This design comes from an exercise in tuning for a short achievable clock period and few clock cycles per item on the open sky130 flow, not from production work.

Setup of v6:
Design window_sender_with_retx_timer_core, start of the top module:
module window_sender_with_retx_timer_core (
  input  logic        clk,
  input  logic        rst_n,
  input  logic        in_tvalid,
  output logic        in_tready,
  input  logic [39:0] in_tdata,    
  input  logic [1:0]  in_tuser,    
  output logic        out_tvalid,
  input  logic        out_tready,
  output logic [79:0] out_tdata,   
  output logic [0:0]  out_tuser,   
  output logic        out_tlast,
  input  logic                              cfg_valid,
  output logic                              cfg_ready,
  input  logic [wsrt_pkg::CFG_IDX_W-1:0]    cfg_index,
  input  logic [wsrt_pkg::CFG_DATA_W-1:0]   cfg_data
);
Size in the first run: roughly 2300 cells after synthesis, roughly 390 flip-flops, ~170 I/O pins, ~21000 um^2 of cells after synthesis.
make LEC_CHECK=0 ABC_CLOCK_PERIOD_IN_PS=3500 CAP_MARGIN=20 CORE_MARGIN=2 CORE_UTILIZATION=40 SETUP_SLACK_MARGIN=5 SLEW_MARGIN=20 TNS_END_PERCENT=100 finish   # period 9.0 ns
run.sh (not shown) runs the stock make flow with config.mk's settings and CLKGATE_MAP_FILE= SYNTH_SCRIPT=/design/flow/synth_recipe.tcl, a recipe that flattens the netlist after the stock synthesis.
v6 has completed all stages; timing, DRC and antenna checks passed.
Relative to v6, the following input files were edited for v7:
-- flow/design.v --
<<< v6, line 60
  } run_t;
endpackage
module wsrt_ctrl #(
  parameter int QN = 4
) (
  input  logic                             clk,
  input  logic                             rst_n,
>>> v7, line 60
  } run_t;
endpackage
module wsrt_ctrl (
  input  logic                             clk,
  input  logic                             rst_n,
<<< v6, line 92
  localparam logic [LEN_W-1:0] LEN_MAX = wsrt_pkg::LEN_MAX;
  localparam logic [CNT_W-1:0] SEG_CAP = wsrt_pkg::SEG_CAP;
  localparam int QC_W = $clog2(QN + 1);
  logic [SEGB_W-1:0] c_mss;        
>>> v7, line 90
  localparam logic [LEN_W-1:0] LEN_MAX = wsrt_pkg::LEN_MAX;
  localparam logic [CNT_W-1:0] SEG_CAP = wsrt_pkg::SEG_CAP;
  localparam int QN   = 4;
  localparam int QC_W = $clog2(QN + 1);
  logic [SEGB_W-1:0] c_mss;        
<<< v6, line 380
                 : (({1'b0, d2_flow} > d2_u) ? (d2_flow - d2_u[SEQ_W-1:0]) : '0);
  end
  wsrt_pkg::run_t            q [QN];
  logic [QC_W-1:0] qn;
  always_ff @(posedge clk) begin
    if (!rst_n) begin
>>> v7, line 379
                 : (({1'b0, d2_flow} > d2_u) ? (d2_flow - d2_u[SEQ_W-1:0]) : '0);
  end
  wsrt_pkg::run_t  q0, q1, q2, q3;
  logic [QC_W-1:0] qn;
  logic [QC_W-1:0] wi;      
  assign wi = qn - QC_W'(run_pop);
  always_ff @(posedge clk) begin
    if (!rst_n) begin
<<< v6, line 390
  end
  always_ff @(posedge clk) begin
    for (int i = 0; i < QN; i++) begin
      if (run_pop) begin
        if (d2_v && (QC_W'(i) == qn - QC_W'(1))) q[i] <= nr;
        else if (i < QN - 1)                     q[i] <= q[i+1];
      end else begin
        if (d2_v && (QC_W'(i) == qn))            q[i] <= nr;
      end
    end
  end
  assign run_v = (qn != '0);
  assign run   = q[0];
endmodule
module wsrt_dp (
>>> v7, line 391
  end
  always_ff @(posedge clk) begin
    if (d2_v && wi == QC_W'(0))  q0 <= nr;
    else if (run_pop)            q0 <= q1;
    if (d2_v && wi == QC_W'(1))  q1 <= nr;
    else if (run_pop)            q1 <= q2;
    if (d2_v && wi == QC_W'(2))  q2 <= nr;
    else if (run_pop)            q2 <= q3;
    if (d2_v && wi == QC_W'(3))  q3 <= nr;
  end
  assign run_v = (qn != '0);
  assign run   = q0;
endmodule
module wsrt_dp (
Results
- [v7] flow finished | final checks: failed | reasons: max-slew violations
- Number of buffers created by CTS: higher on v7
- v7 vs. v6: cell count went up by 17674, count of plain and timing-repair buffers in the layout went up by 630%, post-synthesis mux area share went up by 0.38 points.
- Between v6 and v7, the adder-cell area share of the yosys netlist is higher for v6.
- Final critical-path setup slack, v6 and v7: larger value in v6
- What v7 reported for cell area reported after detailed placement has to be multiplied by 0.14 to get the figure for v6.
- v7 vs. v6: hold slack went down, final design instance area without fill grew by 640%, area of the placeable core now sits higher.
Function was not checked in any run of this note: the RTL went through the layout flow alone.

==> separate check: timing with driven ports <==
No port has a modelled driver above. Below, the same layouts with a new extraction and two added sets of constraints.
Step 1: set_driving_cell puts a clkbuf_16 on clk and a buf_2 on each other input, an assumption about the parent block.
Step 2 adds t to the input delays and takes it off the output delays; t is the mean of the earliest and latest rising clock arrival at the registers after step 1. Input paths then give back, and output paths get back, about the clock's delay inside the block.
Three values: ideal, step 1, step 2; two values: the first two.
| run | t (ns) | setup slack, ns | worst setup path at the end |
|---|---|---|---|
| v6 | 0.639 | 4.775 / 4.775 / 4.611 | input to register |
| v7 | 1.048 | 3.092 / 3.092 / 3.092 | register to register |
The setup slack of v6, which loses most, moves by 0.000 ns with the drivers and by -0.164 ns with both steps.
